This is an optimization exercise on Yosys and OpenROAD, whose aim is small area, a short achievable clock period and few clock cycles per item, not a production implementation.

==> flow/design.v <==
`timescale 1ns / 1ps
`default_nettype none
package cscp_pkg;
    localparam logic [11:0] CIRC_RESET = 12'd2170;
    localparam logic [15:0] CAD_SCALE  = 16'd60000;
endpackage
`default_nettype wire
`timescale 1ns / 1ps
`default_nettype none
import cscp_pkg::*;
module cscp_bk_add #(parameter int W = 32) (
    input  wire  [W-1:0] a,
    input  wire  [W-1:0] b,
    input  wire          ci,
    output logic [W-1:0] s,
    output logic         co
);
    localparam int L = (W <= 1) ? 1 : $clog2(W);
    logic [W-1:0] g [0:2*L];
    logic [W-1:0] p [0:2*L];
    logic [W-1:0] p0;
    assign p0 = a ^ b;
    always_comb begin
        g[0] = a & b;
        p[0] = p0;
        g[0][0] = (a[0] & b[0]) | (p0[0] & ci);
        p[0][0] = 1'b0;
        for (int l = 0; l < L; l++) begin
            g[l+1] = g[l];
            p[l+1] = p[l];
            for (int i = 0; i < W; i++) begin
                if ((i % (2 << l)) == ((2 << l) - 1)) begin
                    g[l+1][i] = g[l][i] | (p[l][i] & g[l][i - (1 << l)]);
                    p[l+1][i] = p[l][i] & p[l][i - (1 << l)];
                end
            end
        end
        for (int l = L; l < 2*L; l++) begin
            g[l+1] = g[l];
            p[l+1] = p[l];
            for (int i = 0; i < W; i++) begin
                if (i >= (3 << (2*L-1-l)) - 1 && ((i + 1 - (3 << (2*L-1-l)) + 3 * 0) % (2 << (2*L-1-l))) == 0) begin
                    g[l+1][i] = g[l][i] | (p[l][i] & g[l][i - (1 << (2*L-1-l))]);
                    p[l+1][i] = p[l][i] & p[l][i - (1 << (2*L-1-l))];
                end
            end
        end
    end
    assign s  = p0 ^ {g[2*L][W-2:0], ci};
    assign co = g[2*L][W-1];
endmodule
module cycling_speed_cadence_packet_top (
    input  wire                                  i_clk,
    input  wire                                  i_rst_n,
    input  wire                                  i_in_valid,
    output logic                                 o_in_stall,
    input  wire  [7:0]                           i_data_byte,
    input  wire                                  i_last_byte,
    input  wire  [31:0]                          i_now_ms,
    output logic                                 o_out_valid,
    input  wire                                  i_out_stall,
    output logic [7:0]                           o_speed_kmh,
    output logic [15:0]                          o_cadence_rpm,
    output logic                                 o_zero_interval,
    input  wire                                  psel,
    input  wire                                  penable,
    input  wire                                  pwrite,
    input  wire  [2:0]                           paddr,
    input  wire  [31:0]                          pwdata,
    output logic [31:0]                          prdata,
    output logic                                 pready
);
    logic [11:0] r_circ;
    logic [16:0] r_k;            
    logic [3:0]  r_cnt;
    logic [1:0]  r_flags;
    logic [31:0] r_wheel;
    logic [15:0] r_crank;
    logic [31:0] r_prev_wheel;
    logic [15:0] r_prev_crank;
    logic [31:0] r_prev_time;
    logic [31:0] r_dt;           
    logic [48:0] r_sp;           
    logic [49:0] r_cd;           
    logic        r_fast;         
    logic [3:0]  r_nw, r_nc;     
    logic        r_mul;          
    logic        r_acc;          
    logic        r_acc_c;        
    logic [4:0]  r_bidx;         
    logic        r_bw, r_bc;     
    logic        r_dwb, r_dcb;   
    logic        r_chk;          
    logic [3:0]  r_sdiv;         
    logic [4:0]  r_cdiv;         
    logic        r_busy;         
    logic        r_pend;         
    logic        r_zero;         
    logic        r_out_valid;
    logic        in_acc, commit, out_free, start, start_fast, mul_end;
    logic [3:0]  cs;
    logic [20:0] x_w;
    logic [19:0] x_c;
    assign pready = 1'b1;
    assign prdata = {20'd0, r_circ & {12{~paddr[2]}}};
    assign o_in_stall = r_mul || r_acc || r_pend || ((r_cnt == 4'd10) && r_busy);
    assign in_acc     = i_in_valid && !o_in_stall;
    assign commit     = in_acc && i_last_byte && (r_cnt == 4'd10);
    assign out_free   = !(r_out_valid && i_out_stall);
    assign start      = (commit || r_pend) && out_free;
    assign start_fast = start && r_fast;
    assign mul_end    = r_mul && (r_bidx == 5'd31);
    always_ff @(posedge i_clk) begin
        if (!i_rst_n) begin
            r_circ <= CIRC_RESET;
            r_k    <= 17'(CIRC_RESET) * 17'd18;
        end else if (psel && penable && pwrite && !paddr[2]) begin
            r_circ <= pwdata[11:0];
            r_k    <= {1'b0, pwdata[11:0], 4'd0} + {4'd0, pwdata[11:0], 1'b0};
        end
    end
    assign cs = r_flags[0] ? 4'd7 : 4'd1;
    always_ff @(posedge i_clk) begin
        if (!i_rst_n) begin
            r_cnt <= 4'd0;
        end else if (in_acc) begin
            if (i_last_byte)              r_cnt <= 4'd0;
            else if (r_cnt != 4'd15)      r_cnt <= r_cnt + 4'd1;
        end
    end
    always_ff @(posedge i_clk) begin
        if (in_acc) begin
            if (r_cnt == 4'd0) begin
                r_flags <= i_data_byte[1:0];
                r_wheel <= '0;
                r_crank <= '0;
            end else begin
                if (r_flags[0] && r_cnt == 4'd1) r_wheel[7:0]   <= i_data_byte;
                if (r_flags[0] && r_cnt == 4'd2) r_wheel[15:8]  <= i_data_byte;
                if (r_flags[0] && r_cnt == 4'd3) r_wheel[23:16] <= i_data_byte;
                if (r_flags[0] && r_cnt == 4'd4) r_wheel[31:24] <= i_data_byte;
                if (r_flags[1] && r_cnt == cs)          r_crank[7:0]  <= i_data_byte;
                if (r_flags[1] && r_cnt == cs + 4'd1)   r_crank[15:8] <= i_data_byte;
            end
        end
    end
    function automatic logic below16_32(input logic [31:0] a, input logic [31:0] b);
        logic [27:0] x, y;
        logic        ok;
        x  = a[31:4];
        y  = ~b[31:4];
        ok = ((x[0] ^ y[0]) == (a[3:0] >= b[3:0]));
        for (int i = 1; i < 28; i++) ok = ok && ((x[i] ^ y[i]) == (x[i-1] | y[i-1]));
        below16_32 = ok;
    endfunction
    function automatic logic below16_16(input logic [15:0] a, input logic [15:0] b);
        logic [11:0] x, y;
        logic        ok;
        x  = a[15:4];
        y  = ~b[15:4];
        ok = ((x[0] ^ y[0]) == (a[3:0] >= b[3:0]));
        for (int i = 1; i < 12; i++) ok = ok && ((x[i] ^ y[i]) == (x[i-1] | y[i-1]));
        below16_16 = ok;
    endfunction
    always_ff @(posedge i_clk) begin
        r_fast <= below16_32(r_wheel, r_prev_wheel) && below16_16(r_crank, r_prev_crank);
        r_nw   <= r_wheel[3:0] - r_prev_wheel[3:0];
        r_nc   <= r_crank[3:0] - r_prev_crank[3:0];
    end
    logic [20:0] pp0, pp1, pp2, pp3, m1s, m1c, m2s, m2c;
    assign pp0 = {4'd0, r_k & {17{r_nw[0]}}};
    assign pp1 = {3'd0, r_k & {17{r_nw[1]}}, 1'b0};
    assign pp2 = {2'd0, r_k & {17{r_nw[2]}}, 2'b0};
    assign pp3 = {1'd0, r_k & {17{r_nw[3]}}, 3'b0};
    assign m1s = pp0 ^ pp1 ^ pp2;
    assign m1c = {(pp0[19:0] & pp1[19:0]) | (pp0[19:0] & pp2[19:0]) | (pp1[19:0] & pp2[19:0]), 1'b0};
    assign m2s = m1s ^ m1c ^ pp3;
    assign m2c = {(m1s[19:0] & m1c[19:0]) | (m1s[19:0] & pp3[19:0]) | (m1c[19:0] & pp3[19:0]), 1'b0};
    cscp_bk_add #(21) u_xw (.a(m2s), .b(m2c), .ci(1'b0), .s(x_w), .co());
    assign x_c = 20'(r_nc) * 20'(CAD_SCALE);
    logic dwb, dcb, acc_end;
    assign dwb     = r_wheel[r_bidx] ^ r_prev_wheel[r_bidx] ^ r_bw;
    assign dcb     = r_crank[r_bidx[3:0]] ^ r_prev_crank[r_bidx[3:0]] ^ r_bc;
    assign acc_end = r_acc && !r_mul;
    always_ff @(posedge i_clk) begin
        if (!i_rst_n) begin
            r_mul   <= 1'b0;
            r_acc   <= 1'b0;
            r_acc_c <= 1'b0;
        end else begin
            if (start && !r_fast) r_mul <= 1'b1;
            else if (mul_end)     r_mul <= 1'b0;
            r_acc   <= r_mul;
            r_acc_c <= r_mul && !r_bidx[4];
        end
    end
    always_ff @(posedge i_clk) begin
        if (start) begin
            r_bidx <= 5'd0;
            r_bw   <= 1'b0;
            r_bc   <= 1'b0;
        end else if (r_mul) begin
            r_bidx <= r_bidx + 5'd1;
            r_dwb  <= dwb;
            r_dcb  <= dcb;
            r_bw   <= (!r_wheel[r_bidx] && (r_prev_wheel[r_bidx] || r_bw)) ||
                      (r_prev_wheel[r_bidx] && r_bw);
            r_bc   <= (!r_crank[r_bidx[3:0]] && (r_prev_crank[r_bidx[3:0]] || r_bc)) ||
                      (r_prev_crank[r_bidx[3:0]] && r_bc);
        end
    end
    logic cad_small;
    assign cad_small = (r_dt[31:10] != 22'd0) || (r_cd[27:18] < r_dt[9:0]);
    always_ff @(posedge i_clk) begin
        if (!i_rst_n) begin
            r_prev_wheel <= '0;
            r_prev_crank <= '0;
            r_prev_time  <= '0;
        end else begin
            if (start_fast || mul_end) r_prev_wheel <= r_wheel;
            if (r_chk || mul_end)      r_prev_crank <= r_crank;
            if (commit)                r_prev_time  <= i_now_ms;
        end
    end
    logic [35:0] sr;
    logic [36:0] sd;
    logic        sge, sco;
    logic [32:0] cr;
    logic [32:0] cdf;
    logic        cge;
    logic [36:0] sa, sb, sc, cs_s, cs_c;
    logic [17:0] sp_acc;
    logic [16:0] cd_acc;
    assign sr   = {r_sp[43:9], r_sp[8]};
    assign sa   = {1'b0, sr};
    assign sb   = ~{3'b0, r_dt, 2'b00};
    assign sc   = ~{5'b0, r_dt};
    assign cs_s = sa ^ sb ^ sc;
    assign cs_c = (sa & sb) | (sa & sc) | (sb & sc);
    cscp_bk_add #(37) u_sd (.a(cs_s), .b({cs_c[35:0], 1'b1}), .ci(1'b1), .s(sd), .co(sco));
    assign sge = !sd[36];
    assign cr  = {r_cd[49:18], r_cd[17]};
    cscp_bk_add #(33) u_cd (.a(cr), .b(~{1'b0, r_dt}), .ci(1'b1), .s(cdf), .co(cge));
    cscp_bk_add #(17) u_sa (.a(r_sp[48:32]), .b(r_k & {17{r_dwb}}), .ci(1'b0),
                            .s(sp_acc[16:0]), .co(sp_acc[17]));
    cscp_bk_add #(16) u_ca (.a(r_cd[31:16]), .b(CAD_SCALE & {16{r_dcb}}), .ci(1'b0),
                            .s(cd_acc[15:0]), .co(cd_acc[16]));
    logic s_run, c_run, div_done;
    assign s_run    = (r_sdiv != 4'd0);
    assign c_run    = (r_cdiv != 5'd0);
    assign div_done = !r_chk && (r_sdiv <= 4'd1) && (r_cdiv <= 5'd1) && (s_run || c_run);
    always_ff @(posedge i_clk) begin
        if (!i_rst_n) begin
            r_chk       <= 1'b0;
            r_sdiv      <= 4'd0;
            r_cdiv      <= 5'd0;
            r_busy      <= 1'b0;
            r_pend      <= 1'b0;
            r_out_valid <= 1'b0;
        end else begin
            r_chk <= start_fast;
            if (commit)              r_busy <= 1'b1;
            if (commit && !out_free) r_pend <= 1'b1;
            else if (out_free)       r_pend <= 1'b0;
            if (start_fast) begin
                r_sdiv <= 4'd9;
                r_cdiv <= 5'd10;
            end else if (acc_end) begin
                r_sdiv <= 4'd9;
                r_cdiv <= 5'd18;
            end else begin
                if (s_run) r_sdiv <= r_sdiv - 4'd1;
                if (r_chk && !cad_small) r_cdiv <= 5'd18;
                else if (c_run)          r_cdiv <= r_cdiv - 5'd1;
            end
            if (div_done) begin
                r_busy      <= 1'b0;
                r_out_valid <= 1'b1;
            end else if (r_out_valid && !i_out_stall) begin
                r_out_valid <= 1'b0;
            end
        end
    end
    always_ff @(posedge i_clk) begin
        if (div_done) r_zero <= (r_dt == 32'd0);
    end
    always_ff @(posedge i_clk) begin
        if (commit) r_dt <= i_now_ms - r_prev_time;
        if (start) begin
            r_sp <= r_fast ? 49'(x_w) : 49'd0;
        end else if (r_acc) begin
            r_sp <= {sp_acc, r_sp[31:1]};
        end else if (s_run) begin
            r_sp <= {r_sp[48:44], sge ? sd[34:0] : sr[34:0], r_sp[7:0], sge};
        end
        if (start) begin
            r_cd <= r_fast ? {22'd0, x_c, 8'd0} : 50'd0;
        end else if (r_acc_c) begin
            r_cd <= {18'd0, cd_acc, r_cd[15:1]};
        end else if (r_chk && !cad_small) begin
            r_cd <= {30'd0, x_c};
        end else if (c_run) begin
            r_cd <= {cge ? cdf[31:0] : cr[31:0], r_cd[16:0], cge};
        end
    end
    assign o_out_valid     = r_out_valid;
    assign o_speed_kmh     = ((r_sp[48:44] != 5'd0) || r_sp[8]) ? 8'hFF : r_sp[7:0];
    assign o_cadence_rpm   = (r_cd[17] || r_cd[16]) ? 16'hFFFF : r_cd[15:0];
    assign o_zero_interval = r_zero;
endmodule
`default_nettype wire
==> flow/config.mk <==
export PLATFORM = sky130hd
export DESIGN_NAME = cycling_speed_cadence_packet_top
export DESIGN_NICKNAME = cycling_speed_cadence_packet_top
export VERILOG_FILES = /design/flow/design.v
export SDC_FILE = /design/flow/constraint.sdc
export NUM_CORES = 4
export LEC_CHECK = 0
export CAP_MARGIN = 20
export CORE_MARGIN = 2
export CORE_UTILIZATION = 40
export SETUP_SLACK_MARGIN = 5
export SLEW_MARGIN = 20
==> flow/constraint.sdc <==
create_clock -name core_clock -period 10.0 [get_ports {i_clk}]
set_input_delay 2.0000 -clock core_clock [delete_from_list [all_inputs] [get_ports {i_clk}]]
set_output_delay 2.0000 -clock core_clock [all_outputs]
set_load 0.01 [all_outputs]
run.sh (not shown) runs the stock make flow with config.mk's settings and CLKGATE_MAP_FILE= SYNTH_SCRIPT=/design/flow/synth_recipe.tcl, a recipe that flattens the netlist after the stock synthesis.
==> next run, changes <==
--- a/flow/design.v
+++ b/flow/design.v
@@ -84,11 +84,7 @@
     logic [49:0] r_cd;           
     logic        r_fast;         
-    logic [3:0]  r_nw, r_nc;     
     logic        r_mul;          
-    logic        r_acc;          
-    logic        r_acc_c;        
     logic [4:0]  r_bidx;         
     logic        r_bw, r_bc;     
-    logic        r_dwb, r_dcb;   
     logic        r_chk;          
     logic [3:0]  r_sdiv;         
@@ -100,9 +96,10 @@
     logic        in_acc, commit, out_free, start, start_fast, mul_end;
     logic [3:0]  cs;
+    logic [3:0]  nib_w, nib_c;
     logic [20:0] x_w;
     logic [19:0] x_c;
     assign pready = 1'b1;
     assign prdata = {20'd0, r_circ & {12{~paddr[2]}}};
-    assign o_in_stall = r_mul || r_acc || r_pend || ((r_cnt == 4'd10) && r_busy);
+    assign o_in_stall = r_mul || r_pend || ((r_cnt == 4'd10) && r_busy);
     assign in_acc     = i_in_valid && !o_in_stall;
     assign commit     = in_acc && i_last_byte && (r_cnt == 4'd10);
@@ -165,32 +162,19 @@
     always_ff @(posedge i_clk) begin
         r_fast <= below16_32(r_wheel, r_prev_wheel) && below16_16(r_crank, r_prev_crank);
-        r_nw   <= r_wheel[3:0] - r_prev_wheel[3:0];
-        r_nc   <= r_crank[3:0] - r_prev_crank[3:0];
     end
-    logic [20:0] pp0, pp1, pp2, pp3, m1s, m1c, m2s, m2c;
-    assign pp0 = {4'd0, r_k & {17{r_nw[0]}}};
-    assign pp1 = {3'd0, r_k & {17{r_nw[1]}}, 1'b0};
-    assign pp2 = {2'd0, r_k & {17{r_nw[2]}}, 2'b0};
-    assign pp3 = {1'd0, r_k & {17{r_nw[3]}}, 3'b0};
-    assign m1s = pp0 ^ pp1 ^ pp2;
-    assign m1c = {(pp0[19:0] & pp1[19:0]) | (pp0[19:0] & pp2[19:0]) | (pp1[19:0] & pp2[19:0]), 1'b0};
-    assign m2s = m1s ^ m1c ^ pp3;
-    assign m2c = {(m1s[19:0] & m1c[19:0]) | (m1s[19:0] & pp3[19:0]) | (m1c[19:0] & pp3[19:0]), 1'b0};
-    cscp_bk_add #(21) u_xw (.a(m2s), .b(m2c), .ci(1'b0), .s(x_w), .co());
-    assign x_c = 20'(r_nc) * 20'(CAD_SCALE);
-    logic dwb, dcb, acc_end;
-    assign dwb     = r_wheel[r_bidx] ^ r_prev_wheel[r_bidx] ^ r_bw;
-    assign dcb     = r_crank[r_bidx[3:0]] ^ r_prev_crank[r_bidx[3:0]] ^ r_bc;
-    assign acc_end = r_acc && !r_mul;
+    assign nib_w = r_wheel[3:0] - r_prev_wheel[3:0];
+    assign nib_c = r_crank[3:0] - r_prev_crank[3:0];
+    assign x_w   = 21'(nib_w) * 21'(r_k);
+    assign x_c   = 20'(nib_c) * 20'(CAD_SCALE);
+    logic dwb, dcb, c_mul;
+    assign dwb   = r_wheel[r_bidx] ^ r_prev_wheel[r_bidx] ^ r_bw;
+    assign dcb   = r_crank[r_bidx[3:0]] ^ r_prev_crank[r_bidx[3:0]] ^ r_bc;
+    assign c_mul = r_mul && !r_bidx[4];
     always_ff @(posedge i_clk) begin
         if (!i_rst_n) begin
-            r_mul   <= 1'b0;
-            r_acc   <= 1'b0;
-            r_acc_c <= 1'b0;
+            r_mul <= 1'b0;
         end else begin
             if (start && !r_fast) r_mul <= 1'b1;
             else if (mul_end)     r_mul <= 1'b0;
-            r_acc   <= r_mul;
-            r_acc_c <= r_mul && !r_bidx[4];
         end
     end
@@ -202,6 +186,4 @@
         end else if (r_mul) begin
             r_bidx <= r_bidx + 5'd1;
-            r_dwb  <= dwb;
-            r_dcb  <= dcb;
             r_bw   <= (!r_wheel[r_bidx] && (r_prev_wheel[r_bidx] || r_bw)) ||
                       (r_prev_wheel[r_bidx] && r_bw);
@@ -242,7 +224,7 @@
     assign cr  = {r_cd[49:18], r_cd[17]};
     cscp_bk_add #(33) u_cd (.a(cr), .b(~{1'b0, r_dt}), .ci(1'b1), .s(cdf), .co(cge));
-    cscp_bk_add #(17) u_sa (.a(r_sp[48:32]), .b(r_k & {17{r_dwb}}), .ci(1'b0),
+    cscp_bk_add #(17) u_sa (.a(r_sp[48:32]), .b(r_k & {17{dwb}}), .ci(1'b0),
                             .s(sp_acc[16:0]), .co(sp_acc[17]));
-    cscp_bk_add #(16) u_ca (.a(r_cd[31:16]), .b(CAD_SCALE & {16{r_dcb}}), .ci(1'b0),
+    cscp_bk_add #(16) u_ca (.a(r_cd[31:16]), .b(CAD_SCALE & {16{dcb}}), .ci(1'b0),
                             .s(cd_acc[15:0]), .co(cd_acc[16]));
     logic s_run, c_run, div_done;
@@ -266,5 +248,5 @@
                 r_sdiv <= 4'd9;
                 r_cdiv <= 5'd10;
-            end else if (acc_end) begin
+            end else if (mul_end) begin
                 r_sdiv <= 4'd9;
                 r_cdiv <= 5'd18;
@@ -289,5 +271,5 @@
         if (start) begin
             r_sp <= r_fast ? 49'(x_w) : 49'd0;
-        end else if (r_acc) begin
+        end else if (r_mul) begin
             r_sp <= {sp_acc, r_sp[31:1]};
         end else if (s_run) begin
@@ -296,5 +278,5 @@
         if (start) begin
             r_cd <= r_fast ? {22'd0, x_c, 8'd0} : 50'd0;
-        end else if (r_acc_c) begin
+        end else if (c_mul) begin
             r_cd <= {18'd0, cd_acc, r_cd[15:1]};
         end else if (r_chk && !cad_small) begin
The new run finished clean.
Fmax drops by about 7%.
Final cell count climbs by about 3.8%.
Core utilization climbs by 0.83 points.
Routed wire length climbs by about 8%.
Area after synthesis climbs by about 1.2%.
Critical path depth climbs by 17.
Sequential share of layout area drops by 2.0 points.
Worst setup slack is worse by 350 ps.
No run of this note included a check of the RTL's function; only the layout flow was run.

==> afterwards: timing with drivers on the ports <==
Ports are ideal in the flow. The routed layouts listed here were re-timed in OpenROAD. Step 1 (the two cells are an assumption about what drives the block):
set clk [get_ports {i_clk}]
set_driving_cell -lib_cell sky130_fd_sc_hd__clkbuf_16 $clk
set_driving_cell -lib_cell sky130_fd_sc_hd__buf_2 [delete_from_list [all_inputs] $clk]
Step 2, shift: input delay + t, output delay - t, t = (earliest + latest rising clock arrival at the registers) / 2. This alone moves slack from input paths to output paths. a / b / c = ideal / step 1 / step 2; a / b = the first two.
run	t (ns)	setup slack, ns	latest minus earliest clock arrival (ns)
the first run	0.629	5.112 / 5.093 / 4.586	0.048 / 0.048
the second run	0.644	4.764 / 4.764 / 4.520	0.058 / 0.058
After both steps every run listed still meets setup and hold. For the first run, which loses most, drivers alone change the setup slack by -0.019 ns; drivers and shift together by -0.526 ns.
